This is an optimization exercise on Yosys and OpenROAD, whose aim is small area, a short achievable clock period and few clock cycles per item, not a production implementation. No functional check of the RTL was part of any run shown here.

==> design.v <==
package gdn_pkg;
    localparam int NUM_MIN = 306;
    localparam int NUM_MAX = 3652364;
    function automatic logic [3:0] fwd_month_index(input logic [3:0] month);
        logic [3:0] r;
        case (month)
            4'd0:    r = 4'd9;
            4'd1:    r = 4'd10;
            4'd2:    r = 4'd11;
            4'd13:   r = 4'd10;
            4'd14:   r = 4'd11;
            4'd15:   r = 4'd0;
            default: r = month - 4'd3;
        endcase
        fwd_month_index = r;
    endfunction
    function automatic logic [8:0] month_offset(input logic [3:0] mi);
        logic [8:0] r;
        case (mi)
            4'd0:    r = 9'd0;
            4'd1:    r = 9'd31;
            4'd2:    r = 9'd61;
            4'd3:    r = 9'd92;
            4'd4:    r = 9'd122;
            4'd5:    r = 9'd153;
            4'd6:    r = 9'd184;
            4'd7:    r = 9'd214;
            4'd8:    r = 9'd245;
            4'd9:    r = 9'd275;
            4'd10:   r = 9'd306;
            4'd11:   r = 9'd337;
            default: r = 9'd0;
        endcase
        month_offset = r;
    endfunction
    function automatic logic [3:0] month_index(input logic [8:0] ddd);
        logic [3:0] mi;
        mi = 4'd0;
        for (int k = 1; k < 12; k++)
        begin
            if (ddd >= month_offset(4'(k)))
            begin
                mi = mi + 4'd1;
            end
        end
        month_index = mi;
    endfunction
endpackage
module gdn_est (
    input  logic [21:0] n,
    output logic [13:0] est
);
    wire e_w1;
    wire e_w2;
    assign e_w1 = n[7] ^ n[9];
    assign e_w2 = n[7] & n[9];
    wire e_w3;
    wire e_w4;
    assign e_w3 = n[8] ^ n[10];
    assign e_w4 = n[8] & n[10];
    wire e_w5;
    wire e_w6;
    assign e_w5 = n[9] ^ n[11] ^ n[12];
    assign e_w6 = (n[9] & n[11]) | (n[9] & n[12]) | (n[11] & n[12]);
    wire e_w7;
    wire e_w8;
    assign e_w7 = n[10] ^ n[12];
    assign e_w8 = n[10] & n[12];
    wire e_w9;
    wire e_w10;
    assign e_w9 = n[6] ^ n[8] ^ n[9];
    assign e_w10 = (n[6] & n[8]) | (n[6] & n[9]) | (n[8] & n[9]);
    wire e_w11;
    wire e_w12;
    assign e_w11 = e_w1 ^ n[10] ^ n[12];
    assign e_w12 = (e_w1 & n[10]) | (e_w1 & n[12]) | (n[10] & n[12]);
    wire e_w13;
    wire e_w14;
    assign e_w13 = ~n[15] ^ ~n[18];
    assign e_w14 = ~n[15] & ~n[18];
    wire e_w15;
    wire e_w16;
    assign e_w15 = e_w2 ^ e_w3 ^ n[11];
    assign e_w16 = (e_w2 & e_w3) | (e_w2 & n[11]) | (e_w3 & n[11]);
    wire e_w17;
    wire e_w18;
    assign e_w17 = n[13] ^ ~n[16] ^ n[19];
    assign e_w18 = (n[13] & ~n[16]) | (n[13] & n[19]) | (~n[16] & n[19]);
    wire e_w19;
    wire e_w20;
    assign e_w19 = e_w4 ^ e_w5 ^ n[14];
    assign e_w20 = (e_w4 & e_w5) | (e_w4 & n[14]) | (e_w5 & n[14]);
    wire e_w21;
    wire e_w22;
    assign e_w21 = ~n[17] ^ ~n[20] ^ ~n[19];
    assign e_w22 = (~n[17] & ~n[20]) | (~n[17] & ~n[19]) | (~n[20] & ~n[19]);
    wire e_w23;
    wire e_w24;
    assign e_w23 = e_w6 ^ e_w7 ^ n[13];
    assign e_w24 = (e_w6 & e_w7) | (e_w6 & n[13]) | (e_w7 & n[13]);
    wire e_w25;
    wire e_w26;
    assign e_w25 = n[15] ^ ~n[18] ^ ~n[21];
    assign e_w26 = (n[15] & ~n[18]) | (n[15] & ~n[21]) | (~n[18] & ~n[21]);
    wire e_w27;
    wire e_w28;
    assign e_w27 = e_w8 ^ n[11] ^ n[13];
    assign e_w28 = (e_w8 & n[11]) | (e_w8 & n[13]) | (n[11] & n[13]);
    wire e_w29;
    wire e_w30;
    assign e_w29 = n[14] ^ n[16] ^ n[19];
    assign e_w30 = (n[14] & n[16]) | (n[14] & n[19]) | (n[16] & n[19]);
    wire e_w31;
    wire e_w32;
    assign e_w31 = n[12] ^ n[14] ^ n[15];
    assign e_w32 = (n[12] & n[14]) | (n[12] & n[15]) | (n[14] & n[15]);
    wire e_w33;
    wire e_w34;
    assign e_w33 = n[17] ^ ~n[20] ^ n[19];
    assign e_w34 = (n[17] & ~n[20]) | (n[17] & n[19]) | (~n[20] & n[19]);
    wire e_w35;
    wire e_w36;
    assign e_w35 = n[13] ^ n[15] ^ n[16];
    assign e_w36 = (n[13] & n[15]) | (n[13] & n[16]) | (n[15] & n[16]);
    wire e_w37;
    wire e_w38;
    assign e_w37 = n[18] ^ ~n[21] ^ n[19];
    assign e_w38 = (n[18] & ~n[21]) | (n[18] & n[19]) | (~n[21] & n[19]);
    wire e_w39;
    wire e_w40;
    assign e_w39 = n[14] ^ n[16] ^ n[17];
    assign e_w40 = (n[14] & n[16]) | (n[14] & n[17]) | (n[16] & n[17]);
    wire e_w41;
    wire e_w42;
    assign e_w41 = n[19] ^ ~n[19];
    assign e_w42 = n[19] & ~n[19];
    wire e_w43;
    wire e_w44;
    assign e_w43 = n[15] ^ n[17] ^ n[18];
    assign e_w44 = (n[15] & n[17]) | (n[15] & n[18]) | (n[17] & n[18]);
    wire e_w45;
    wire e_w46;
    assign e_w45 = n[16] ^ n[18] ^ n[19];
    assign e_w46 = (n[16] & n[18]) | (n[16] & n[19]) | (n[18] & n[19]);
    wire e_w47;
    wire e_w48;
    assign e_w47 = n[17] ^ n[19];
    assign e_w48 = n[17] & n[19];
    wire e_w49;
    wire e_w50;
    assign e_w49 = n[18] ^ n[20];
    assign e_w50 = n[18] & n[20];
    wire e_w51;
    wire e_w52;
    assign e_w51 = e_w9 ^ n[11];
    assign e_w52 = e_w9 & n[11];
    wire e_w53;
    wire e_w54;
    assign e_w53 = e_w10 ^ e_w11 ^ e_w13;
    assign e_w54 = (e_w10 & e_w11) | (e_w10 & e_w13) | (e_w11 & e_w13);
    wire e_w55;
    wire e_w56;
    assign e_w55 = e_w12 ^ e_w14 ^ e_w15;
    assign e_w56 = (e_w12 & e_w14) | (e_w12 & e_w15) | (e_w14 & e_w15);
    wire e_w57;
    wire e_w58;
    assign e_w57 = e_w16 ^ e_w18 ^ e_w19;
    assign e_w58 = (e_w16 & e_w18) | (e_w16 & e_w19) | (e_w18 & e_w19);
    wire e_w59;
    wire e_w60;
    assign e_w59 = e_w20 ^ e_w22 ^ e_w23;
    assign e_w60 = (e_w20 & e_w22) | (e_w20 & e_w23) | (e_w22 & e_w23);
    wire e_w61;
    wire e_w62;
    assign e_w61 = e_w24 ^ e_w26 ^ e_w27;
    assign e_w62 = (e_w24 & e_w26) | (e_w24 & e_w27) | (e_w26 & e_w27);
    wire e_w63;
    wire e_w64;
    assign e_w63 = e_w28 ^ e_w30 ^ e_w31;
    assign e_w64 = (e_w28 & e_w30) | (e_w28 & e_w31) | (e_w30 & e_w31);
    wire e_w65;
    wire e_w66;
    assign e_w65 = e_w32 ^ e_w34 ^ e_w35;
    assign e_w66 = (e_w32 & e_w34) | (e_w32 & e_w35) | (e_w34 & e_w35);
    wire e_w67;
    wire e_w68;
    assign e_w67 = e_w36 ^ e_w38 ^ e_w39;
    assign e_w68 = (e_w36 & e_w38) | (e_w36 & e_w39) | (e_w38 & e_w39);
    wire e_w69;
    wire e_w70;
    assign e_w69 = e_w40 ^ e_w42 ^ e_w43;
    assign e_w70 = (e_w40 & e_w42) | (e_w40 & e_w43) | (e_w42 & e_w43);
    wire e_w71;
    wire e_w72;
    assign e_w71 = e_w44 ^ e_w45 ^ n[21];
    assign e_w72 = (e_w44 & e_w45) | (e_w44 & n[21]) | (e_w45 & n[21]);
    wire e_w73;
    wire e_w74;
    assign e_w73 = e_w46 ^ e_w47 ^ n[20];
    assign e_w74 = (e_w46 & e_w47) | (e_w46 & n[20]) | (e_w47 & n[20]);
    wire e_w75;
    wire e_w76;
    assign e_w75 = e_w48 ^ e_w49 ^ n[21];
    assign e_w76 = (e_w48 & e_w49) | (e_w48 & n[21]) | (e_w49 & n[21]);
    wire e_w77;
    wire e_w78;
    assign e_w77 = e_w50 ^ n[19] ^ n[21];
    assign e_w78 = (e_w50 & n[19]) | (e_w50 & n[21]) | (n[19] & n[21]);
    wire e_w79;
    wire e_w80;
    assign e_w79 = e_w51 ^ ~n[14];
    assign e_w80 = e_w51 & ~n[14];
    wire e_w81;
    wire e_w82;
    assign e_w81 = e_w52 ^ e_w53 ^ ~n[17];
    assign e_w82 = (e_w52 & e_w53) | (e_w52 & ~n[17]) | (e_w53 & ~n[17]);
    wire e_w83;
    wire e_w84;
    assign e_w83 = e_w54 ^ e_w55 ^ e_w17;
    assign e_w84 = (e_w54 & e_w55) | (e_w54 & e_w17) | (e_w55 & e_w17);
    wire e_w85;
    wire e_w86;
    assign e_w85 = e_w56 ^ e_w57 ^ e_w21;
    assign e_w86 = (e_w56 & e_w57) | (e_w56 & e_w21) | (e_w57 & e_w21);
    wire e_w87;
    wire e_w88;
    assign e_w87 = e_w58 ^ e_w59 ^ e_w25;
    assign e_w88 = (e_w58 & e_w59) | (e_w58 & e_w25) | (e_w59 & e_w25);
    wire e_w89;
    wire e_w90;
    assign e_w89 = e_w60 ^ e_w61 ^ e_w29;
    assign e_w90 = (e_w60 & e_w61) | (e_w60 & e_w29) | (e_w61 & e_w29);
    wire e_w91;
    wire e_w92;
    assign e_w91 = e_w62 ^ e_w63 ^ e_w33;
    assign e_w92 = (e_w62 & e_w63) | (e_w62 & e_w33) | (e_w63 & e_w33);
    wire e_w93;
    wire e_w94;
    assign e_w93 = e_w64 ^ e_w65 ^ e_w37;
    assign e_w94 = (e_w64 & e_w65) | (e_w64 & e_w37) | (e_w65 & e_w37);
    wire e_w95;
    wire e_w96;
    assign e_w95 = e_w66 ^ e_w67 ^ e_w41;
    assign e_w96 = (e_w66 & e_w67) | (e_w66 & e_w41) | (e_w67 & e_w41);
    wire e_w97;
    wire e_w98;
    assign e_w97 = e_w68 ^ e_w69 ^ ~n[20];
    assign e_w98 = (e_w68 & e_w69) | (e_w68 & ~n[20]) | (e_w69 & ~n[20]);
    wire e_w99;
    wire e_w100;
    assign e_w99 = e_w70 ^ e_w71 ^ ~n[20];
    assign e_w100 = (e_w70 & e_w71) | (e_w70 & ~n[20]) | (e_w71 & ~n[20]);
    wire e_w101;
    wire e_w102;
    assign e_w101 = e_w72 ^ e_w73 ^ ~n[20];
    assign e_w102 = (e_w72 & e_w73) | (e_w72 & ~n[20]) | (e_w73 & ~n[20]);
    wire e_w103;
    wire e_w104;
    assign e_w103 = e_w74 ^ e_w75 ^ ~n[20];
    assign e_w104 = (e_w74 & e_w75) | (e_w74 & ~n[20]) | (e_w75 & ~n[20]);
    wire e_w105;
    wire e_w106;
    assign e_w105 = e_w76 ^ e_w77 ^ ~n[20];
    assign e_w106 = (e_w76 & e_w77) | (e_w76 & ~n[20]) | (e_w77 & ~n[20]);
    wire e_w107;
    wire e_w108;
    assign e_w107 = e_w78 ^ n[20] ^ ~n[20];
    assign e_w108 = (e_w78 & n[20]) | (e_w78 & ~n[20]) | (n[20] & ~n[20]);
    wire e_w109;
    wire e_w110;
    assign e_w109 = n[21] ^ ~n[20];
    assign e_w110 = n[21] & ~n[20];
    wire [16:0] e_a = {e_w110, e_w108, e_w106, e_w104, e_w102, e_w100, e_w98, e_w96, e_w94, e_w92, e_w90, e_w88, e_w86, e_w84, e_w82, e_w80, e_w79};
    wire [16:0] e_b = {~n[20], e_w109, e_w107, e_w105, e_w103, e_w101, e_w99, e_w97, e_w95, e_w93, e_w91, e_w89, e_w87, e_w85, e_w83, e_w81, n[17]};
    wire [16:0] e;
    assign e = e_a + e_b;
    assign est = e[16:3];
endmodule
module gdn_q (
    input  logic [13:0] y,
    output logic [6:0] q
);
    wire c_w1;
    wire c_w2;
    assign c_w1 = y[3] ^ y[6];
    assign c_w2 = y[3] & y[6];
    wire c_w3;
    wire c_w4;
    assign c_w3 = y[2] ^ y[4] ^ y[7];
    assign c_w4 = (y[2] & y[4]) | (y[2] & y[7]) | (y[4] & y[7]);
    wire c_w5;
    wire c_w6;
    assign c_w5 = y[3] ^ y[5] ^ y[8];
    assign c_w6 = (y[3] & y[5]) | (y[3] & y[8]) | (y[5] & y[8]);
    wire c_w7;
    wire c_w8;
    assign c_w7 = y[4] ^ y[6];
    assign c_w8 = y[4] & y[6];
    wire c_w9;
    wire c_w10;
    assign c_w9 = y[5] ^ y[7] ^ y[10];
    assign c_w10 = (y[5] & y[7]) | (y[5] & y[10]) | (y[7] & y[10]);
    wire c_w11;
    wire c_w12;
    assign c_w11 = y[6] ^ y[8] ^ y[11];
    assign c_w12 = (y[6] & y[8]) | (y[6] & y[11]) | (y[8] & y[11]);
    wire c_w13;
    wire c_w14;
    assign c_w13 = y[7] ^ y[9] ^ y[12];
    assign c_w14 = (y[7] & y[9]) | (y[7] & y[12]) | (y[9] & y[12]);
    wire c_w15;
    wire c_w16;
    assign c_w15 = y[8] ^ y[10] ^ y[13];
    assign c_w16 = (y[8] & y[10]) | (y[8] & y[13]) | (y[10] & y[13]);
    wire c_w17;
    wire c_w18;
    assign c_w17 = y[9] ^ y[11];
    assign c_w18 = y[9] & y[11];
    wire c_w19;
    wire c_w20;
    assign c_w19 = y[10] ^ y[12];
    assign c_w20 = y[10] & y[12];
    wire c_w21;
    wire c_w22;
    assign c_w21 = y[11] ^ y[13];
    assign c_w22 = y[11] & y[13];
    wire c_w23;
    wire c_w24;
    assign c_w23 = y[2] ^ y[5];
    assign c_w24 = y[2] & y[5];
    wire c_w25;
    wire c_w26;
    assign c_w25 = c_w1 ^ ~y[11] ^ ~y[10];
    assign c_w26 = (c_w1 & ~y[11]) | (c_w1 & ~y[10]) | (~y[11] & ~y[10]);
    wire c_w27;
    wire c_w28;
    assign c_w27 = c_w2 ^ c_w3 ^ ~y[12];
    assign c_w28 = (c_w2 & c_w3) | (c_w2 & ~y[12]) | (c_w3 & ~y[12]);
    wire c_w29;
    wire c_w30;
    assign c_w29 = c_w4 ^ c_w5 ^ ~y[13];
    assign c_w30 = (c_w4 & c_w5) | (c_w4 & ~y[13]) | (c_w5 & ~y[13]);
    wire c_w31;
    wire c_w32;
    assign c_w31 = c_w6 ^ c_w7 ^ ~y[9];
    assign c_w32 = (c_w6 & c_w7) | (c_w6 & ~y[9]) | (c_w7 & ~y[9]);
    wire c_w33;
    wire c_w34;
    assign c_w33 = c_w8 ^ c_w9 ^ ~y[9];
    assign c_w34 = (c_w8 & c_w9) | (c_w8 & ~y[9]) | (c_w9 & ~y[9]);
    wire c_w35;
    wire c_w36;
    assign c_w35 = c_w10 ^ c_w11 ^ ~y[9];
    assign c_w36 = (c_w10 & c_w11) | (c_w10 & ~y[9]) | (c_w11 & ~y[9]);
    wire c_w37;
    wire c_w38;
    assign c_w37 = c_w12 ^ c_w13 ^ ~y[9];
    assign c_w38 = (c_w12 & c_w13) | (c_w12 & ~y[9]) | (c_w13 & ~y[9]);
    wire c_w39;
    wire c_w40;
    assign c_w39 = c_w14 ^ c_w15 ^ ~y[9];
    assign c_w40 = (c_w14 & c_w15) | (c_w14 & ~y[9]) | (c_w15 & ~y[9]);
    wire c_w41;
    wire c_w42;
    assign c_w41 = c_w16 ^ c_w17 ^ ~y[9];
    assign c_w42 = (c_w16 & c_w17) | (c_w16 & ~y[9]) | (c_w17 & ~y[9]);
    wire c_w43;
    wire c_w44;
    assign c_w43 = c_w18 ^ c_w19 ^ ~y[9];
    assign c_w44 = (c_w18 & c_w19) | (c_w18 & ~y[9]) | (c_w19 & ~y[9]);
    wire c_w45;
    wire c_w46;
    assign c_w45 = c_w20 ^ c_w21 ^ ~y[9];
    assign c_w46 = (c_w20 & c_w21) | (c_w20 & ~y[9]) | (c_w21 & ~y[9]);
    wire c_w47;
    wire c_w48;
    assign c_w47 = c_w22 ^ y[12] ^ ~y[9];
    assign c_w48 = (c_w22 & y[12]) | (c_w22 & ~y[9]) | (y[12] & ~y[9]);
    wire c_w49;
    wire c_w50;
    assign c_w49 = y[13] ^ ~y[9];
    assign c_w50 = y[13] & ~y[9];
    wire [13:0] c_a = {c_w48, c_w46, c_w44, c_w42, c_w40, c_w38, c_w36, c_w34, c_w32, c_w30, c_w28, c_w26, c_w24, c_w23};
    wire [13:0] c_b = {c_w49, c_w47, c_w45, c_w43, c_w41, c_w39, c_w37, c_w35, c_w33, c_w31, c_w29, c_w27, c_w25, y[10]};
    wire [13:0] c;
    assign c = c_a + c_b;
    assign q = c[13:7];
endmodule
module gdn_s (
    input  logic [9:0] a,
    input  logic [13:0] y,
    output logic [16:0] s
);
    wire s_w1;
    wire s_w2;
    assign s_w1 = a[2] ^ y[2];
    assign s_w2 = a[2] & y[2];
    wire s_w3;
    wire s_w4;
    assign s_w3 = a[3] ^ y[3] ^ y[1];
    assign s_w4 = (a[3] & y[3]) | (a[3] & y[1]) | (y[3] & y[1]);
    wire s_w5;
    wire s_w6;
    assign s_w5 = a[4] ^ y[4] ^ y[2];
    assign s_w6 = (a[4] & y[4]) | (a[4] & y[2]) | (y[4] & y[2]);
    wire s_w7;
    wire s_w8;
    assign s_w7 = a[5] ^ y[5] ^ y[3];
    assign s_w8 = (a[5] & y[5]) | (a[5] & y[3]) | (y[5] & y[3]);
    wire s_w9;
    wire s_w10;
    assign s_w9 = a[6] ^ y[6] ^ y[4];
    assign s_w10 = (a[6] & y[6]) | (a[6] & y[4]) | (y[6] & y[4]);
    wire s_w11;
    wire s_w12;
    assign s_w11 = a[7] ^ y[7] ^ y[5];
    assign s_w12 = (a[7] & y[7]) | (a[7] & y[5]) | (y[7] & y[5]);
    wire s_w13;
    wire s_w14;
    assign s_w13 = a[8] ^ y[8] ^ y[6];
    assign s_w14 = (a[8] & y[8]) | (a[8] & y[6]) | (y[8] & y[6]);
    wire s_w15;
    wire s_w16;
    assign s_w15 = a[9] ^ y[9] ^ y[7];
    assign s_w16 = (a[9] & y[9]) | (a[9] & y[7]) | (y[9] & y[7]);
    wire s_w17;
    wire s_w18;
    assign s_w17 = y[10] ^ y[8];
    assign s_w18 = y[10] & y[8];
    wire s_w19;
    wire s_w20;
    assign s_w19 = y[11] ^ y[9];
    assign s_w20 = y[11] & y[9];
    wire s_w21;
    wire s_w22;
    assign s_w21 = a[0] ^ y[0];
    assign s_w22 = a[0] & y[0];
    wire s_w23;
    wire s_w24;
    assign s_w23 = a[1] ^ y[1] ^ y[3];
    assign s_w24 = (a[1] & y[1]) | (a[1] & y[3]) | (y[1] & y[3]);
    wire s_w25;
    wire s_w26;
    assign s_w25 = s_w1 ^ y[0] ^ y[4];
    assign s_w26 = (s_w1 & y[0]) | (s_w1 & y[4]) | (y[0] & y[4]);
    wire s_w27;
    wire s_w28;
    assign s_w27 = s_w2 ^ s_w3 ^ y[5];
    assign s_w28 = (s_w2 & s_w3) | (s_w2 & y[5]) | (s_w3 & y[5]);
    wire s_w29;
    wire s_w30;
    assign s_w29 = s_w4 ^ s_w5 ^ y[6];
    assign s_w30 = (s_w4 & s_w5) | (s_w4 & y[6]) | (s_w5 & y[6]);
    wire s_w31;
    wire s_w32;
    assign s_w31 = s_w6 ^ s_w7 ^ y[7];
    assign s_w32 = (s_w6 & s_w7) | (s_w6 & y[7]) | (s_w7 & y[7]);
    wire s_w33;
    wire s_w34;
    assign s_w33 = s_w8 ^ s_w9 ^ y[8];
    assign s_w34 = (s_w8 & s_w9) | (s_w8 & y[8]) | (s_w9 & y[8]);
    wire s_w35;
    wire s_w36;
    assign s_w35 = s_w10 ^ s_w11 ^ y[9];
    assign s_w36 = (s_w10 & s_w11) | (s_w10 & y[9]) | (s_w11 & y[9]);
    wire s_w37;
    wire s_w38;
    assign s_w37 = s_w12 ^ s_w13 ^ y[10];
    assign s_w38 = (s_w12 & s_w13) | (s_w12 & y[10]) | (s_w13 & y[10]);
    wire s_w39;
    wire s_w40;
    assign s_w39 = s_w14 ^ s_w15 ^ y[11];
    assign s_w40 = (s_w14 & s_w15) | (s_w14 & y[11]) | (s_w15 & y[11]);
    wire s_w41;
    wire s_w42;
    assign s_w41 = s_w16 ^ s_w17 ^ y[12];
    assign s_w42 = (s_w16 & s_w17) | (s_w16 & y[12]) | (s_w17 & y[12]);
    wire s_w43;
    wire s_w44;
    assign s_w43 = s_w18 ^ s_w19 ^ y[13];
    assign s_w44 = (s_w18 & s_w19) | (s_w18 & y[13]) | (s_w19 & y[13]);
    wire s_w45;
    wire s_w46;
    assign s_w45 = s_w20 ^ y[12] ^ y[10];
    assign s_w46 = (s_w20 & y[12]) | (s_w20 & y[10]) | (y[12] & y[10]);
    wire s_w47;
    wire s_w48;
    assign s_w47 = y[13] ^ y[11];
    assign s_w48 = y[13] & y[11];
    wire [16:0] s_a = {1'b0, y[13], s_w48, s_w46, s_w44, s_w42, s_w40, s_w38, s_w36, s_w34, s_w32, s_w30, s_w28, s_w26, s_w24, s_w22, s_w21};
    wire [16:0] s_b = {1'b0, 1'b0, y[12], s_w47, s_w45, s_w43, s_w41, s_w39, s_w37, s_w35, s_w33, s_w31, s_w29, s_w27, s_w25, s_w23, y[2]};
    assign s = s_a + s_b;
endmodule
module gdn_z (
    input  logic t,
    input  logic [16:0] s,
    input  logic [13:0] y,
    input  logic [6:0] q,
    output logic [21:0] z
);
    wire z_w1;
    wire z_w2;
    assign z_w1 = y[0] ^ y[1];
    assign z_w2 = y[0] & y[1];
    wire z_w3;
    wire z_w4;
    assign z_w3 = y[1] ^ y[2];
    assign z_w4 = y[1] & y[2];
    wire z_w5;
    wire z_w6;
    assign z_w5 = y[0] ^ y[2] ^ y[3];
    assign z_w6 = (y[0] & y[2]) | (y[0] & y[3]) | (y[2] & y[3]);
    wire z_w7;
    wire z_w8;
    assign z_w7 = y[5] ^ s[8];
    assign z_w8 = y[5] & s[8];
    wire z_w9;
    wire z_w10;
    assign z_w9 = y[1] ^ y[3] ^ y[4];
    assign z_w10 = (y[1] & y[3]) | (y[1] & y[4]) | (y[3] & y[4]);
    wire z_w11;
    wire z_w12;
    assign z_w11 = y[6] ^ s[9] ^ ~s[7];
    assign z_w12 = (y[6] & s[9]) | (y[6] & ~s[7]) | (s[9] & ~s[7]);
    wire z_w13;
    wire z_w14;
    assign z_w13 = y[2] ^ y[4] ^ y[5];
    assign z_w14 = (y[2] & y[4]) | (y[2] & y[5]) | (y[4] & y[5]);
    wire z_w15;
    wire z_w16;
    assign z_w15 = y[7] ^ s[10] ^ ~s[7];
    assign z_w16 = (y[7] & s[10]) | (y[7] & ~s[7]) | (s[10] & ~s[7]);
    wire z_w17;
    wire z_w18;
    assign z_w17 = y[3] ^ y[5] ^ y[6];
    assign z_w18 = (y[3] & y[5]) | (y[3] & y[6]) | (y[5] & y[6]);
    wire z_w19;
    wire z_w20;
    assign z_w19 = y[8] ^ s[11] ^ ~s[7];
    assign z_w20 = (y[8] & s[11]) | (y[8] & ~s[7]) | (s[11] & ~s[7]);
    wire z_w21;
    wire z_w22;
    assign z_w21 = y[4] ^ y[6] ^ y[7];
    assign z_w22 = (y[4] & y[6]) | (y[4] & y[7]) | (y[6] & y[7]);
    wire z_w23;
    wire z_w24;
    assign z_w23 = y[9] ^ s[12] ^ ~s[7];
    assign z_w24 = (y[9] & s[12]) | (y[9] & ~s[7]) | (s[12] & ~s[7]);
    wire z_w25;
    wire z_w26;
    assign z_w25 = y[5] ^ y[7] ^ y[8];
    assign z_w26 = (y[5] & y[7]) | (y[5] & y[8]) | (y[7] & y[8]);
    wire z_w27;
    wire z_w28;
    assign z_w27 = y[10] ^ s[13] ^ ~s[7];
    assign z_w28 = (y[10] & s[13]) | (y[10] & ~s[7]) | (s[13] & ~s[7]);
    wire z_w29;
    wire z_w30;
    assign z_w29 = y[6] ^ y[8] ^ y[9];
    assign z_w30 = (y[6] & y[8]) | (y[6] & y[9]) | (y[8] & y[9]);
    wire z_w31;
    wire z_w32;
    assign z_w31 = y[11] ^ s[14] ^ ~s[7];
    assign z_w32 = (y[11] & s[14]) | (y[11] & ~s[7]) | (s[14] & ~s[7]);
    wire z_w33;
    wire z_w34;
    assign z_w33 = y[7] ^ y[9] ^ y[10];
    assign z_w34 = (y[7] & y[9]) | (y[7] & y[10]) | (y[9] & y[10]);
    wire z_w35;
    wire z_w36;
    assign z_w35 = y[12] ^ s[15] ^ ~s[7];
    assign z_w36 = (y[12] & s[15]) | (y[12] & ~s[7]) | (s[15] & ~s[7]);
    wire z_w37;
    wire z_w38;
    assign z_w37 = y[8] ^ y[10] ^ y[11];
    assign z_w38 = (y[8] & y[10]) | (y[8] & y[11]) | (y[10] & y[11]);
    wire z_w39;
    wire z_w40;
    assign z_w39 = y[13] ^ s[16] ^ ~s[7];
    assign z_w40 = (y[13] & s[16]) | (y[13] & ~s[7]) | (s[16] & ~s[7]);
    wire z_w41;
    wire z_w42;
    assign z_w41 = y[9] ^ y[11] ^ y[12];
    assign z_w42 = (y[9] & y[11]) | (y[9] & y[12]) | (y[11] & y[12]);
    wire z_w43;
    wire z_w44;
    assign z_w43 = y[10] ^ y[12];
    assign z_w44 = y[10] & y[12];
    wire z_w45;
    wire z_w46;
    assign z_w45 = s[0] ^ t;
    assign z_w46 = s[0] & t;
    wire z_w47;
    wire z_w48;
    assign z_w47 = s[1] ^ q[3];
    assign z_w48 = s[1] & q[3];
    wire z_w49;
    wire z_w50;
    assign z_w49 = s[2] ^ q[4];
    assign z_w50 = s[2] & q[4];
    wire z_w51;
    wire z_w52;
    assign z_w51 = y[0] ^ s[3] ^ q[5];
    assign z_w52 = (y[0] & s[3]) | (y[0] & q[5]) | (s[3] & q[5]);
    wire z_w53;
    wire z_w54;
    assign z_w53 = y[1] ^ s[4] ^ q[6];
    assign z_w54 = (y[1] & s[4]) | (y[1] & q[6]) | (s[4] & q[6]);
    wire z_w55;
    wire z_w56;
    assign z_w55 = y[0] ^ y[2] ^ s[5];
    assign z_w56 = (y[0] & y[2]) | (y[0] & s[5]) | (y[2] & s[5]);
    wire z_w57;
    wire z_w58;
    assign z_w57 = z_w1 ^ y[3] ^ s[6];
    assign z_w58 = (z_w1 & y[3]) | (z_w1 & s[6]) | (y[3] & s[6]);
    wire z_w59;
    wire z_w60;
    assign z_w59 = z_w2 ^ z_w3 ^ y[4];
    assign z_w60 = (z_w2 & z_w3) | (z_w2 & y[4]) | (z_w3 & y[4]);
    wire z_w61;
    wire z_w62;
    assign z_w61 = z_w4 ^ z_w5 ^ z_w7;
    assign z_w62 = (z_w4 & z_w5) | (z_w4 & z_w7) | (z_w5 & z_w7);
    wire z_w63;
    wire z_w64;
    assign z_w63 = z_w6 ^ z_w8 ^ z_w9;
    assign z_w64 = (z_w6 & z_w8) | (z_w6 & z_w9) | (z_w8 & z_w9);
    wire z_w65;
    wire z_w66;
    assign z_w65 = z_w10 ^ z_w12 ^ z_w13;
    assign z_w66 = (z_w10 & z_w12) | (z_w10 & z_w13) | (z_w12 & z_w13);
    wire z_w67;
    wire z_w68;
    assign z_w67 = z_w14 ^ z_w16 ^ z_w17;
    assign z_w68 = (z_w14 & z_w16) | (z_w14 & z_w17) | (z_w16 & z_w17);
    wire z_w69;
    wire z_w70;
    assign z_w69 = z_w18 ^ z_w20 ^ z_w21;
    assign z_w70 = (z_w18 & z_w20) | (z_w18 & z_w21) | (z_w20 & z_w21);
    wire z_w71;
    wire z_w72;
    assign z_w71 = z_w22 ^ z_w24 ^ z_w25;
    assign z_w72 = (z_w22 & z_w24) | (z_w22 & z_w25) | (z_w24 & z_w25);
    wire z_w73;
    wire z_w74;
    assign z_w73 = z_w26 ^ z_w28 ^ z_w29;
    assign z_w74 = (z_w26 & z_w28) | (z_w26 & z_w29) | (z_w28 & z_w29);
    wire z_w75;
    wire z_w76;
    assign z_w75 = z_w30 ^ z_w32 ^ z_w33;
    assign z_w76 = (z_w30 & z_w32) | (z_w30 & z_w33) | (z_w32 & z_w33);
    wire z_w77;
    wire z_w78;
    assign z_w77 = z_w34 ^ z_w36 ^ z_w37;
    assign z_w78 = (z_w34 & z_w36) | (z_w34 & z_w37) | (z_w36 & z_w37);
    wire z_w79;
    wire z_w80;
    assign z_w79 = z_w38 ^ z_w40 ^ z_w41;
    assign z_w80 = (z_w38 & z_w40) | (z_w38 & z_w41) | (z_w40 & z_w41);
    wire z_w81;
    wire z_w82;
    assign z_w81 = z_w42 ^ z_w43 ^ y[13];
    assign z_w82 = (z_w42 & z_w43) | (z_w42 & y[13]) | (z_w43 & y[13]);
    wire z_w83;
    wire z_w84;
    assign z_w83 = z_w44 ^ y[11] ^ y[13];
    assign z_w84 = (z_w44 & y[11]) | (z_w44 & y[13]) | (y[11] & y[13]);
    wire z_w85;
    wire z_w86;
    assign z_w85 = z_w45 ^ q[2];
    assign z_w86 = z_w45 & q[2];
    wire z_w87;
    wire z_w88;
    assign z_w87 = z_w46 ^ z_w47 ^ ~q[1];
    assign z_w88 = (z_w46 & z_w47) | (z_w46 & ~q[1]) | (z_w47 & ~q[1]);
    wire z_w89;
    wire z_w90;
    assign z_w89 = z_w48 ^ z_w49 ^ ~q[2];
    assign z_w90 = (z_w48 & z_w49) | (z_w48 & ~q[2]) | (z_w49 & ~q[2]);
    wire z_w91;
    wire z_w92;
    assign z_w91 = z_w50 ^ z_w51 ^ ~q[3];
    assign z_w92 = (z_w50 & z_w51) | (z_w50 & ~q[3]) | (z_w51 & ~q[3]);
    wire z_w93;
    wire z_w94;
    assign z_w93 = z_w52 ^ z_w53 ^ ~q[4];
    assign z_w94 = (z_w52 & z_w53) | (z_w52 & ~q[4]) | (z_w53 & ~q[4]);
    wire z_w95;
    wire z_w96;
    assign z_w95 = z_w54 ^ z_w55 ^ ~q[5];
    assign z_w96 = (z_w54 & z_w55) | (z_w54 & ~q[5]) | (z_w55 & ~q[5]);
    wire z_w97;
    wire z_w98;
    assign z_w97 = z_w56 ^ z_w57 ^ ~q[6];
    assign z_w98 = (z_w56 & z_w57) | (z_w56 & ~q[6]) | (z_w57 & ~q[6]);
    wire z_w99;
    wire z_w100;
    assign z_w99 = z_w58 ^ z_w59 ^ ~s[7];
    assign z_w100 = (z_w58 & z_w59) | (z_w58 & ~s[7]) | (z_w59 & ~s[7]);
    wire z_w101;
    wire z_w102;
    assign z_w101 = z_w60 ^ z_w61 ^ ~s[7];
    assign z_w102 = (z_w60 & z_w61) | (z_w60 & ~s[7]) | (z_w61 & ~s[7]);
    wire z_w103;
    wire z_w104;
    assign z_w103 = z_w62 ^ z_w63 ^ z_w11;
    assign z_w104 = (z_w62 & z_w63) | (z_w62 & z_w11) | (z_w63 & z_w11);
    wire z_w105;
    wire z_w106;
    assign z_w105 = z_w64 ^ z_w65 ^ z_w15;
    assign z_w106 = (z_w64 & z_w65) | (z_w64 & z_w15) | (z_w65 & z_w15);
    wire z_w107;
    wire z_w108;
    assign z_w107 = z_w66 ^ z_w67 ^ z_w19;
    assign z_w108 = (z_w66 & z_w67) | (z_w66 & z_w19) | (z_w67 & z_w19);
    wire z_w109;
    wire z_w110;
    assign z_w109 = z_w68 ^ z_w69 ^ z_w23;
    assign z_w110 = (z_w68 & z_w69) | (z_w68 & z_w23) | (z_w69 & z_w23);
    wire z_w111;
    wire z_w112;
    assign z_w111 = z_w70 ^ z_w71 ^ z_w27;
    assign z_w112 = (z_w70 & z_w71) | (z_w70 & z_w27) | (z_w71 & z_w27);
    wire z_w113;
    wire z_w114;
    assign z_w113 = z_w72 ^ z_w73 ^ z_w31;
    assign z_w114 = (z_w72 & z_w73) | (z_w72 & z_w31) | (z_w73 & z_w31);
    wire z_w115;
    wire z_w116;
    assign z_w115 = z_w74 ^ z_w75 ^ z_w35;
    assign z_w116 = (z_w74 & z_w75) | (z_w74 & z_w35) | (z_w75 & z_w35);
    wire z_w117;
    wire z_w118;
    assign z_w117 = z_w76 ^ z_w77 ^ z_w39;
    assign z_w118 = (z_w76 & z_w77) | (z_w76 & z_w39) | (z_w77 & z_w39);
    wire z_w119;
    wire z_w120;
    assign z_w119 = z_w78 ^ z_w79 ^ ~s[7];
    assign z_w120 = (z_w78 & z_w79) | (z_w78 & ~s[7]) | (z_w79 & ~s[7]);
    wire z_w121;
    wire z_w122;
    assign z_w121 = z_w80 ^ z_w81 ^ ~s[7];
    assign z_w122 = (z_w80 & z_w81) | (z_w80 & ~s[7]) | (z_w81 & ~s[7]);
    wire z_w123;
    wire z_w124;
    assign z_w123 = z_w82 ^ z_w83 ^ ~s[7];
    assign z_w124 = (z_w82 & z_w83) | (z_w82 & ~s[7]) | (z_w83 & ~s[7]);
    wire z_w125;
    wire z_w126;
    assign z_w125 = z_w84 ^ y[12] ^ ~s[7];
    assign z_w126 = (z_w84 & y[12]) | (z_w84 & ~s[7]) | (y[12] & ~s[7]);
    wire z_w127;
    wire z_w128;
    assign z_w127 = y[13] ^ ~s[7];
    assign z_w128 = y[13] & ~s[7];
    wire [21:0] z_a = {z_w126, z_w124, z_w122, z_w120, z_w118, z_w116, z_w114, z_w112, z_w110, z_w108, z_w106, z_w104, z_w102, z_w100, z_w98, z_w96, z_w94, z_w92, z_w90, z_w88, z_w86, z_w85};
    wire [21:0] z_b = {z_w127, z_w125, z_w123, z_w121, z_w119, z_w117, z_w115, z_w113, z_w111, z_w109, z_w107, z_w105, z_w103, z_w101, z_w99, z_w97, z_w95, z_w93, z_w91, z_w89, z_w87, ~q[0]};
    assign z = z_a + z_b;
endmodule
module gregorian_day_number_convert_top (
    input  logic         clk,
    input  logic         rst_n,
    input  logic         req_valid,
    output logic         req_ready,
    input  logic         req_type,
    input  logic [13:0]  year_in,
    input  logic [3:0]   month_in,
    input  logic [4:0]   day_in,
    input  logic [21:0]  number_in,
    output logic         rsp_valid,
    input  logic         rsp_ready,
    output logic [21:0]  number_out,
    output logic [13:0]  year_out,
    output logic [3:0]   month_out,
    output logic [4:0]   day_out,
    output logic         range_error
);
    logic        v1_reg, v2_reg, v3_reg, v4_reg, v5_reg;
    logic        en;
    logic        s1_typ_reg;
    logic        s1_err_reg;
    logic [22:0] s1_w_reg;
    logic        s2_typ_reg;
    logic        s2_err_reg;
    logic [13:0] s2_y_reg;
    logic [9:0]  s2_a_reg;
    logic        s3_typ_reg;
    logic        s3_err_reg;
    logic [13:0] s3_y_reg;
    logic [16:0] s3_s_reg;
    logic [6:0]  s3_q_reg;
    logic        s4_typ_reg;
    logic        s4_err_reg;
    logic        s4_leap_reg;
    logic [1:0]  s4_yh_reg;
    logic [21:0] s4_p_reg;
    logic        s5_num_reg;
    logic        s5_date_reg;
    logic        s5_err_reg;
    logic [22:0] s5_p_reg;
    assign en = !v5_reg || rsp_ready;
    assign req_ready = en;
    assign rsp_valid = v5_reg;
    always_ff @(posedge clk or negedge rst_n)
    begin
        if (!rst_n)
        begin
            v1_reg <= 1'b0;
            v2_reg <= 1'b0;
            v3_reg <= 1'b0;
            v4_reg <= 1'b0;
            v5_reg <= 1'b0;
        end
        else if (en)
        begin
            v1_reg <= req_valid;
            v2_reg <= v1_reg;
            v3_reg <= v2_reg;
            v4_reg <= v3_reg;
            v5_reg <= v4_reg;
        end
    end
    logic [3:0]  a_mi;
    logic        a_wrap;
    logic [13:0] a_yf;
    logic        a_late;
    logic        a_ferr;
    logic        a_gbad;
    always_comb
    begin
        a_mi = gdn_pkg::fwd_month_index(month_in);
        a_wrap = (a_mi >= 4'd10);
        a_yf = year_in - 14'(a_wrap);
        a_late = (a_mi == 4'd11) || ((a_mi == 4'd10) && (day_in != 5'd0));
        if (a_wrap)
        begin
            a_ferr = (year_in == 14'd0) || (year_in > 14'd10000)
                  || ((year_in == 14'd10000) && a_late) || ((year_in == 14'd1) && !a_late);
        end
        else
        begin
            a_ferr = (year_in > 14'd9999) || ((year_in == 14'd9999) && a_late)
                  || ((year_in == 14'd0) && !a_late);
        end
        a_gbad = (number_in < 22'(gdn_pkg::NUM_MIN)) || (number_in > 22'(gdn_pkg::NUM_MAX));
    end
    always_ff @(posedge clk)
    begin
        if (en)
        begin
            s1_typ_reg <= req_type;
            s1_err_reg <= req_type ? a_gbad : a_ferr;
            s1_w_reg <= req_type ? {1'b0, number_in} : {a_yf, a_mi, day_in};
        end
    end
    logic [13:0] b_est;
    logic [3:0]  b_mi;
    logic [8:0]  b_mo;
    logic [8:0]  b_off;
    assign b_mi = s1_w_reg[8:5];
    assign b_mo = (b_mi == 4'd1) ? 9'd31 : (b_mi == 4'd2) ? 9'd61 : (b_mi == 4'd3) ? 9'd92
                : (b_mi == 4'd4) ? 9'd122 : (b_mi == 4'd5) ? 9'd153 : (b_mi == 4'd6) ? 9'd184
                : (b_mi == 4'd7) ? 9'd214 : (b_mi == 4'd8) ? 9'd245 : (b_mi == 4'd9) ? 9'd275
                : (b_mi == 4'd10) ? 9'd306 : (b_mi == 4'd11) ? 9'd337 : 9'd0;
    assign b_off = b_mo + 9'(s1_w_reg[4:0]);
    gdn_est u_est (.n(s1_w_reg[21:0]), .est(b_est));
    always_ff @(posedge clk)
    begin
        if (en)
        begin
            s2_typ_reg <= s1_typ_reg;
            s2_err_reg <= s1_err_reg;
            s2_y_reg <= s1_typ_reg ? b_est : s1_w_reg[22:9];
            s2_a_reg <= s1_typ_reg ? ~s1_w_reg[9:0] : {1'b0, b_off};
        end
    end
    logic [6:0]  c_q;
    logic [16:0] c_s;
    gdn_q u_q (.y(s2_y_reg), .q(c_q));
    gdn_s u_s (.a(s2_a_reg), .y(s2_y_reg), .s(c_s));
    always_ff @(posedge clk)
    begin
        if (en)
        begin
            s3_typ_reg <= s2_typ_reg;
            s3_err_reg <= s2_err_reg;
            s3_y_reg <= s2_y_reg;
            s3_s_reg <= c_s;
            s3_q_reg <= c_q;
        end
    end
    logic [21:0] m_z;
    logic [4:0]  m_rem25;
    logic        m_leap;
    gdn_z u_z (.t(s3_typ_reg), .s(s3_s_reg), .y(s3_y_reg), .q(s3_q_reg), .z(m_z));
    always_comb
    begin
        m_rem25 = s3_y_reg[6:2] - 5'(s3_q_reg) * 5'd25;
        m_leap = (s3_y_reg[1:0] == 2'd0) && ((m_rem25 != 5'd0) || (s3_q_reg[1:0] == 2'd0));
    end
    always_ff @(posedge clk)
    begin
        if (en)
        begin
            s4_typ_reg <= s3_typ_reg;
            s4_err_reg <= s3_err_reg;
            s4_leap_reg <= m_leap;
            s4_yh_reg <= s3_y_reg[13:12];
            s4_p_reg <= s3_typ_reg ? {s3_y_reg[11:0], ~m_z[9:0]} : m_z;
        end
    end
    logic        e_back;
    logic [9:0]  e_dd;
    logic        e_wrap;
    logic [8:0]  e_d;
    logic [11:0] e_ge;
    logic [11:0] e_m;
    logic [4:0]  e_k;
    logic [3:0]  e_month;
    logic [4:0]  e_day;
    logic [13:0] e_y;
    logic [13:0] e_yp;
    logic [13:0] e_ym;
    logic [13:0] e_year;
    always_comb
    begin
        e_back = s4_p_reg[9];
        e_dd = s4_p_reg[9:0];
        e_d = e_dd[8:0] + (e_back ? 9'd365 + 9'(s4_leap_reg) : 9'd0);
        e_wrap = e_back ? ($signed(e_dd) >= (s4_leap_reg ? -10'sd60 : -10'sd59))
                        : (e_dd >= 10'd306);
        for (int k = 0; k < 12; k++)
        begin
            e_ge[k] = (e_d >= gdn_pkg::month_offset(4'(k)));
        end
        for (int k = 0; k < 11; k++)
        begin
            e_m[k] = e_ge[k] && !e_ge[k + 1];
        end
        e_m[11] = e_ge[11];
        e_k = 5'd0;
        e_month = 4'd0;
        for (int k = 0; k < 12; k++)
        begin
            e_k = e_k | ({5{e_m[k]}} & 5'(9'd1 - gdn_pkg::month_offset(4'(k))));
            e_month = e_month | ({4{e_m[k]}} & 4'((k + 2) % 12 + 1));
        end
        e_day = e_d[4:0] + e_k;
        e_y = {s4_yh_reg, s4_p_reg[21:10]};
        e_yp = e_y + 14'd1;
        e_ym = e_y - 14'd1;
        if (e_wrap == e_back)
        begin
            e_year = e_y;
        end
        else if (e_wrap)
        begin
            e_year = e_yp;
        end
        else
        begin
            e_year = e_ym;
        end
    end
    always_ff @(posedge clk)
    begin
        if (en)
        begin
            s5_num_reg <= !s4_typ_reg && !s4_err_reg;
            s5_date_reg <= s4_typ_reg && !s4_err_reg;
            s5_err_reg <= s4_err_reg;
            s5_p_reg <= s4_typ_reg ? {e_year, e_month, e_day} : {1'b0, s4_p_reg};
        end
    end
    assign range_error = s5_err_reg;
    assign number_out = s5_num_reg ? s5_p_reg[21:0] : 22'd0;
    assign year_out = s5_date_reg ? s5_p_reg[22:9] : 14'd0;
    assign month_out = s5_date_reg ? s5_p_reg[8:5] : 4'd0;
    assign day_out = s5_date_reg ? s5_p_reg[4:0] : 5'd0;
endmodule
==> run.sh <==
#!/bin/bash
# synth_recipe.tcl (not shown) runs the flow's synth.tcl, then flattens the netlist and writes it again
# the make line also repeats each setting of config.mk as NAME=value (left out here)
make -C /OpenROAD-flow-scripts/flow DESIGN_CONFIG=/design/flow/config.mk WORK_HOME=/design/flow/orfs CLKGATE_MAP_FILE= SYNTH_SCRIPT=/design/flow/synth_recipe.tcl finish
==> config.mk <==
export PLATFORM = sky130hd
export DESIGN_NAME = gregorian_day_number_convert_top
export DESIGN_NICKNAME = gregorian_day_number_convert_top
export VERILOG_FILES = /design/flow/design.v
export SDC_FILE = /design/flow/constraint.sdc
export NUM_CORES = 4
export LEC_CHECK = 0
export CAP_MARGIN = 20
export CORE_MARGIN = 2
export CORE_UTILIZATION = 60
export CTS_BUF_LIST = sky130_fd_sc_hd__clkbuf_4 sky130_fd_sc_hd__clkbuf_8
export CTS_CLUSTER_SIZE = 40
export PLACE_DENSITY = 0.75
export SETUP_SLACK_MARGIN = 4.2
export SLEW_MARGIN = 20
==> constraint.sdc <==
create_clock -name core_clock -period 9.0 [get_ports {clk}]
set_input_delay 1.8000 -clock core_clock [delete_from_list [all_inputs] [get_ports {clk}]]
set_output_delay 1.8000 -clock core_clock [all_outputs]
set_load 0.01 [all_outputs]
==> results by group, run 1 <==
Outcome
  • Result of the run: complete, no violations

Place
  • Pre-CTS WS: 3.545 ns
  • DP HPWL: between 20 and 30 mm
  • Final GP Congestion: 0.8951
  • Buffers on Ports: 97
  • Cell Area, Placed: 16,590 sq um

Setup path
  • Biggest fanout along the worst timing path: 3
  • Levels on crit path: 3
  • Beginning of the critical path: rsp_ready
  • Critical path, cell by cell: dlygate4sd2_1 > nand2b_4 > clkdlybuf4s50_1
  • Worst Reg-to-Reg Cells: 13
  • Count of buffer and inverter cells on the critical path: 2
  • Register-to-register setup slack: 4.43 ns
  • Kind of end point of the critical path: output pin
  • Critical Path AT: 2.95 ns
  • Start-to-end type of the worst setup path: in -> out
  • Crit-path leading delay family: buffers and inverters
  • Required time of the critical path: just over 7 ns
  • Startpoint type of the worst setup path: input pin
  • Launch instance of the worst register-to-register path: s1_w_reg[9]$_DFFE_PP_
  • Cell with the biggest individual delay on the critical path: sky130_fd_sc_hd__clkdlybuf4s50_1
  • Worst stage delay on the critical path: 0.55 ns

Routing
  • Avg WL per Cell: 16.42 um
  • Detailed-router iteration count before antenna repair: 6
  • Violation count after the first detailed-routing iteration: 686
  • Detailed Route WL: 32.34 mm
  • Total via count in the routed design: 11,390
  • Remaining routing DRC violations: 0
  • Via count normalized by instance count: 5.785
  • Remaining number of nets flagged by the antenna check after routing: 0

Clock tree
  • Insertion delay to the later sink of the worst-skew pair: 0.48 ns
  • CTS clock-pin slew for the worst setup and hold paths: approximately 0.090 ns
  • Number of buffers added by the clock tree synthesis step: 17
  • Number of sinks handled by clock tree synthesis: 149
  • Total number of H-tree levels: 4
  • Worst-case clock buffer depth: 2
  • Clock tree from TritonCTS: yes
  • CTS Root Buffer Type: sky130_fd_sc_hd__clkbuf_8

Finish
  • Post-route cell area: 17,190 sq um
  • # diodes: 0
  • Count of filler cells inserted in the layout: 1,926
  • Total Nets Final: 1,964
  • Share of post-route cells with drive strength above 1: 0.06650
  • Area Overhead vs Synth: 12.28%

Synthesis
  • Xor/xnor share of the synthesized area: 0.05835
  • Post-Synthesis Cells: 1,523
  • Synth Net Count: 1,861
  • Cell with the most instances after synthesis: sky130_fd_sc_hd__inv_1
  • Mux cell area share after synthesis: 0.01773
  • Async set-reset flop share out of synthesis: 0.03356
  • Top_reg_cell synth: sky130_fd_sc_hd__edfxtp_1
  • Synth Area in Compound Gates: 0.1356
  • Seq cells post-synth: roughly 150
  • Distinct cell type count of the synthesized netlist: 84
  • Most used standard cells in the synthesized netlist: 207 x sky130_fd_sc_hd__inv_1, 149 x sky130_fd_sc_hd__ha_1, 144 x sky130_fd_sc_hd__edfxtp_1, 139 x sky130_fd_sc_hd__fa_1, 99 x sky130_fd_sc_hd__nand2_1
  • Post-synthesis cell area: 15,310 sq um
  • Cell taking the most area after synthesis: sky130_fd_sc_hd__edfxtp_1
  • Simple-Gate Fraction of Synth Area: 0.1338
  • Number of enable-type register cells in the synthesized netlist: between 100 and 150
  • Synthesized-area fraction occupied by adder cells: 0.3035
  • Average instance area after synthesis: 10.05 sq um
  • Fraction of synthesized cell area taken by the top area cell type: 0.2824
  • Main combinational cell family by area after synthesis: adder cells
  • Top cells by area, synth: sky130_fd_sc_hd__edfxtp_1 28%, sky130_fd_sc_hd__fa_1 18%, sky130_fd_sc_hd__ha_1 12%
  • Sequential cell area fraction in the yosys report: 0.2906
  • Synthesis Warnings: 1

Hold path
  • Worst hold-check path type: reg -> reg
  • Hold Crit Start: s3_err_reg$_DFFE_PP_
  • Count of cells along the worst hold path: 0

Global routing
  • Initial antenna violation count: 0
  • Largest net degree at the start of global routing: 88
  • First-pass GRT wire length: 53.70 mm
  • Via count of the first global-routing pass: 11,450
  • Overall fraction of global-route tracks in use: 0.2527
  • GRT overflow: 0

STA
  • Period utilization: 0.5273
  • Setup repair after global routing missed its margin: false
  • Maximum clock skew at final layout: around 0.024 ns
  • Transition at the pin with the smallest max-transition slack: about 1.0 ns
  • Maximum clock frequency: 0.2107 GHz
  • Normalized max-slew margin: 0.3016
  • Setup_tns: 0 ns
  • Fin. max-slew vios: 0
  • Final hold violation count: 0
  • Final critical path time including I/O delays and setup: 4.746 ns
  • Least setup slack across all paths after layout: 4.254 ns
  • Final-report setup violation count: 0

Die
  • Core region area: 25,110 sq um
  • Die extent in y: roughly 160 um
  • DIE WIDTH: 163.7 um
  • Die Outline Area: roughly 27,000 sq um
  • Row Count: 58
  • Effective utilization at floorplan: 0.6098
  • Io pins: 98

Run
  • Max-cap viol count: 0
[metrics by stage]
stage,util,hold slack (ns),std cells
final,0.6847,0.4256,1969
after global routing,0.6847,0.4502,1969
after CTS,0.6799,0.4265,1959
after detailed placement,0.6609,0.4045,1920
after global placement,0.6609,0.4031,1920
after floorplan,-,0.4003,1523
[logic make-up after synthesis]
family,after synthesis
AND/OR/NAND/NOR,409
flip-flops,149
adder cells (fa/ha/maj),288
multiplexers,25
AO/OA/AOI/OAI,310
buffers and inverters,243
XOR/XNOR,99
[path summary, 6_finish.rpt]
kind / end
setup / recovery: req_ready
hold / removal: s4_err_reg$_DFFE_PP_
setup reg to reg: s2_y_reg[13]$_DFFE_PP_
hold reg to reg: s4_err_reg$_DFFE_PP_
max in group asynchronous: v1_reg$_DFFE_PN0P_
min in group asynchronous: v5_reg$_DFFE_PN0P_
[cell usage in the layout (no fill, tap or decap), types with 8 or more instances in the layout]
cell type	instances
sky130_fd_sc_hd__inv_8	8
sky130_fd_sc_hd__nand2b_1	11
sky130_fd_sc_hd__a31oi_1	21
sky130_fd_sc_hd__clkdlybuf4s50_1	96
sky130_fd_sc_hd__nor4_1	9
sky130_fd_sc_hd__xor2_1	32
sky130_fd_sc_hd__nor2_1	93
sky130_fd_sc_hd__nand2_1	99
sky130_fd_sc_hd__nor3_1	38
sky130_fd_sc_hd__a21o_1	31
sky130_fd_sc_hd__o21ai_0	68
sky130_fd_sc_hd__o21a_1	12
sky130_fd_sc_hd__mux2_2	17
sky130_fd_sc_hd__edfxtp_1	144
sky130_fd_sc_hd__xnor2_1	65
sky130_fd_sc_hd__a211oi_1	9
sky130_fd_sc_hd__o211ai_1	11
sky130_fd_sc_hd__fa_1	138
sky130_fd_sc_hd__nand4_1	14
sky130_fd_sc_hd__o31ai_1	10
sky130_fd_sc_hd__ha_1	149
sky130_fd_sc_hd__nor2b_1	11
sky130_fd_sc_hd__or2_2	9
sky130_fd_sc_hd__a21oi_1	70
sky130_fd_sc_hd__buf_4	20
sky130_fd_sc_hd__nand3_1	31
sky130_fd_sc_hd__inv_1	206
sky130_fd_sc_hd__and2_1	53
sky130_fd_sc_hd__or3_1	10
sky130_fd_sc_hd__clkbuf_8	17
[per-layer routing]
metal	GRT usage	vias to the layer above	share of wire	wire length, um
li1	-	5517	-	-
met3	0.03207	84	0.038	1234
met1	0.2804	5481	0.38	12390
met2	0.4853	309	0.53	17270
met5	0	-	0	0
met4	0.1029	0	0.045	1439
[area by class of cell]
type	count	area, sq um	share of cell area
tap	330	412.9	0.02402
clock inverter	15	177.7	0.01033
clock buffer	17	234.0	0.01361
timing repair buffer	117	1120	0.06514
multi-input combinational	1133	10020	0.5827
inverter	208	780.7	0.04541
sequential	149	4449	0.2588
[what timing repair did]
action                     in CTS  in global routing
setup buffers                   5                 10
resized for setup               3                 11
hold buffers                    0                  0
gates cloned                    2                  0
setup endpoints to repair       5                  6
pin swaps                       2                  6
==> run 2: changes to the inputs <==
--- a/config.mk
+++ b/config.mk
@@ -12,4 +12,4 @@
 export CTS_CLUSTER_SIZE = 40
 export PLACE_DENSITY = 0.75
-export SETUP_SLACK_MARGIN = 4.2
+export SETUP_SLACK_MARGIN = 4.4
 export SLEW_MARGIN = 20
==> run 2 against run 1 <==
Compared with the run above:
- highest routed layer unchanged
- non-clock buffer count increased by 4
- still clean
- critical path type is now reg -> reg
- maximum frequency up 4.0%
- synthesized cell count stayed put
- critical endpoint is now s2_y_reg[13]$_DFFE_PP_
==> results by group, run 2 <==
Setup path
  • Worst stage delay on the critical path: 0.52 ns (-0.03 ns)
  • Start-to-end type of the worst setup path: reg -> reg
  • Count of buffer and inverter cells on the critical path: 0 (-2)
  • Cell repeated most along the worst path: sky130_fd_sc_hd__fa_1
  • Worst Reg-to-Reg Cells: 13 (unchanged)
  • Startpoint type of the worst setup path: flop
  • Capturing point of the worst reg2reg path: s2_y_reg[13]$_DFFE_PP_
  • Critical path, cell by cell: fa_1 > fa_1 > fa_1 > fa_1 > ha_1 > nand3_1 > a21o_1 > a31oi_4 > o2111ai_4 > a311oi_4 > a211oi_2 > xnor2_1 > mux2_4
  • Cell with the biggest individual delay on the critical path: sky130_fd_sc_hd__fa_1
  • Crit-path leading delay family: adder cells
  • Critical Path AT: 4.79 ns (+1.84 ns)
  • Required time of the critical path: 9.23 ns (+2.03 ns)
  • Biggest fanout along the worst timing path: 4 (+1)
  • Register-to-register setup slack: 4.44 ns (about the same)
  • Launch instance of the worst register-to-register path: s1_w_reg[9]$_DFFE_PP_
  • Kind of end point of the critical path: flop

Die
  • Die extent in y: 163.7 um (unchanged)
  • Die Outline Area: 26,810 sq um (unchanged)
  • Io pins: 98 (unchanged)
  • Effective utilization at floorplan: 0.6098 (unchanged)
  • Core region area: 25,110 sq um (unchanged)
  • Row Count: 58 (unchanged)
  • DIE WIDTH: 163.7 um (unchanged)

Synthesis
  • Async set-reset flop share out of synthesis: 0.03356 (unchanged)
  • Post-Synthesis Cells: 1,523 (unchanged)
  • Sequential cell area fraction in the yosys report: 0.2906 (unchanged)
  • Most used standard cells in the synthesized netlist: 207 x sky130_fd_sc_hd__inv_1, 149 x sky130_fd_sc_hd__ha_1, 144 x sky130_fd_sc_hd__edfxtp_1, 139 x sky130_fd_sc_hd__fa_1, 99 x sky130_fd_sc_hd__nand2_1
  • Synthesis Warnings: 1 (unchanged)
  • Number of enable-type register cells in the synthesized netlist: 144 (unchanged)
  • Distinct cell type count of the synthesized netlist: 84 (unchanged)
  • Post-synthesis cell area: 15,310 sq um (unchanged)
  • Fraction of synthesized cell area taken by the top area cell type: 0.2824 (unchanged)
  • Seq cells post-synth: 149 (unchanged)
  • Average instance area after synthesis: 10.05 sq um (unchanged)
  • Cell with the most instances after synthesis: sky130_fd_sc_hd__inv_1
  • Top cells by area, synth: sky130_fd_sc_hd__edfxtp_1 28%, sky130_fd_sc_hd__fa_1 18%, sky130_fd_sc_hd__ha_1 12%
  • Synth Net Count: 1,861 (unchanged)
  • Cell taking the most area after synthesis: sky130_fd_sc_hd__edfxtp_1
  • Top_reg_cell synth: sky130_fd_sc_hd__edfxtp_1

Hold path
  • Worst hold-check path type: reg -> reg
  • Hold Crit Start: s3_err_reg$_DFFE_PP_
  • Count of cells along the worst hold path: 0 (unchanged)
  • Worst hold endpoint: s4_err_reg$_DFFE_PP_

Global routing
  • Overall fraction of global-route tracks in use: 0.2535 (+0.0008259)
  • Largest net degree at the start of global routing: 88 (unchanged)
  • GRT overflow: 0 (unchanged)
  • Via count of the first global-routing pass: 11,450 (+0.026%)
  • First-pass GRT wire length: 53.83 mm (+0.26%)
  • Initial antenna violation count: 0 (unchanged)

Place
  • DP HPWL: 25.79 mm (unchanged)
  • Placed Cells: 1,920 (unchanged)
  • Pre-CTS WS: 3.545 ns (unchanged)
  • Final GP Congestion: 0.8951 (unchanged)
  • Buffers on Ports: 97 (unchanged)

STA
  • Maximum clock skew at final layout: 0.02380 ns (-0.00009290 ns)
  • Transition at the pin with the smallest max-transition slack: 1.049 ns (+0.001515 ns)
  • Setup_tns: 0 ns (unchanged)
  • Final hold violation count: 0 (unchanged)
  • Setup repair after global routing missed its margin: true
  • Final-report setup violation count: 0 (unchanged)
  • Final critical path time including I/O delays and setup: 4.563 ns (-0.1829 ns)
  • Period utilization: 0.5070 (-0.02032)
  • Normalized max-slew margin: 0.3006 (-0.001010)
  • Fin. max-slew vios: 0 (unchanged)
  • Least setup slack across all paths after layout: 4.437 ns (+0.1829 ns)
  • Maximum clock frequency: 0.2192 GHz (+4.0%)

Clock tree
  • CTS clock-pin slew for the worst setup and hold paths: 0.10 ns (about the same)
  • Number of buffers added by the clock tree synthesis step: 17 (unchanged)
  • Number of sinks handled by clock tree synthesis: 149 (unchanged)
  • CTS Root Buffer Type: sky130_fd_sc_hd__clkbuf_8
  • Insertion delay to the later sink of the worst-skew pair: 0.48 ns (about the same)
  • Total number of H-tree levels: 4 (unchanged)
  • Hold buffer count at CTS: 0 (unchanged)
  • Worst-case clock buffer depth: 2 (unchanged)
  • Clock tree from TritonCTS: yes

Finish
  • Most frequent standard cell in the layout excluding fill and tap cells: sky130_fd_sc_hd__inv_1
  • Non-Filler Instances: 1,973 (+0.20%)
  • Area of the multi-input gates: 10,100 sq um (+0.81%)
  • Seq. cell area: 4449 sq um (unchanged)
  • Most frequent cells in the layout: 203 x sky130_fd_sc_hd__inv_1, 148 x sky130_fd_sc_hd__ha_1, 144 x sky130_fd_sc_hd__edfxtp_1
  • # diodes: 0 (unchanged)
  • Share of post-route cells with drive strength above 1: 0.07669 (+0.01019)
  • Total Nets Final: 1,968 (+0.20%)
  • Count of filler cells inserted in the layout: 1,902 (-1.2%)
  • Area Overhead vs Synth: 13.09%

Routing
  • Violation count after the first detailed-routing iteration: 679 (-1.0%)
  • Remaining number of nets flagged by the antenna check after routing: 0 (unchanged)
  • Detailed Route WL: 32.78 mm (+1.4%)
  • Avg WL per Cell: 16.61 um (+1.2%)
  • Detailed-router iteration count before antenna repair: 5 (-1)
  • Remaining routing DRC violations: 0 (unchanged)
  • Total via count in the routed design: 11,440 (+0.43%)
  • Via count normalized by instance count: 5.798 (+0.23%)

Outcome
  • Result of the run: complete, no violations

Run
  • Max-cap viol count: 0 (unchanged)
[run 2: cell types whose count changed in the layout (fill, tap and decap cells not counted), sizes merged]
cell,change
buf,+4
clkdlybuf4s15,+1
clkdlybuf4s50,-1
clkinvlp,+1
dlygate4sd2,-1
dlymetal6s2s,+1
inv,-1
[run 2: stage by stage]
stage / utilization / hold WS [ns] / instance area (sq um)
floorplan: - / 0.4003 / 15320
global route: 0.6896 / 0.4502 / 17320
detailed placement: 0.6609 / 0.4045 / 16590
finish: 0.6896 / 0.4257 / 17320
global placement: 0.6609 / 0.4031 / 16590
CTS: 0.6818 / 0.4265 / 17120
[run 2: layer usage]
metal  wire [um]  vias to the layer above  GRT usage
met5           0                        -          0
li1            -                     5535          -
met1       12720                     5510     0.2816
met3        1181                       77    0.03157
met2       17620                      318     0.4878
met4        1254                        0     0.1017
[run 2: logic make-up after synthesis]
kind of cell / count (synthesis) / synth area share
buffers and inverters: 243 / 0.06047
AOI/OAI and AO/OA: 310 / 0.1356
and+or+nand+nor: 409 / 0.1338
DFF: 149 / 0.2906
muxes: 25 / 0.01773
xor gates and xnor gates: 99 / 0.05835
adders and majority gates: 288 / 0.3035
[run 2: cell type report]
| class | instances | share of cell area |
|---|---|---|
| clock buffer | 17 | 0.01351 |
| clock inverter | 15 | 0.01026 |
| multi-input combinational | 1133 | 0.5832 |
| timing repair buffer | 121 | 0.06691 |
| tap | 330 | 0.02385 |
| inverter | 208 | 0.04531 |
| sequential | 149 | 0.2570 |
[run 2: worst max path at each step]
stage,startpoint,end,depth (start not counted)
floorplan,s1_w_reg[9]$_DFFE_PP_,s2_y_reg[13]$_DFFE_PP_,13
global placement,rsp_ready,req_ready,3
detailed placement,rsp_ready,req_ready,3
CTS,rsp_ready,req_ready,3
global route,s4_p_reg[9]$_DFFE_PP_,s5_p_reg[4]$_DFFE_PP_,23
finish,s1_w_reg[9]$_DFFE_PP_,s2_y_reg[13]$_DFFE_PP_,13
[run 2: what timing repair did]
action	4_1_cts	5_1_grt
setup buffers	8	11
cloned	2	0
pin swaps	3	14
setup endpoints to repair	8	11
gates resized for setup	9	25

## afterwards: timing with drivers on the ports
No port has a modelled driver above. Below, the same layouts with a new extraction and two added sets of constraints. Step 1 (the two cells are an assumption about what drives the block):
set clk [get_ports {clk}]
set_driving_cell -lib_cell sky130_fd_sc_hd__clkbuf_16 $clk
set_driving_cell -lib_cell sky130_fd_sc_hd__buf_2 [delete_from_list [all_inputs] $clk]
Step 2 adds t to the input delays and takes it off the output delays; t is the mean of the earliest and latest rising clock arrival at the registers after step 1. Input paths then give back, and output paths get back, about the clock's delay inside the block. a / b / c = no drivers / after step 1 / after step 2; a / b = the first two.
run	t (ns)	setup WS [ns]	worst setup path after step 2
run 1	0.512	4.254 / 4.232 / 4.061	input to register
run 2	0.506	4.437 / 4.437 / 4.195	input to register
After both steps setup and hold are still met in every run listed. For run 2, which loses most, drivers alone change the setup slack by 0.000 ns; drivers and shift together by -0.242 ns.
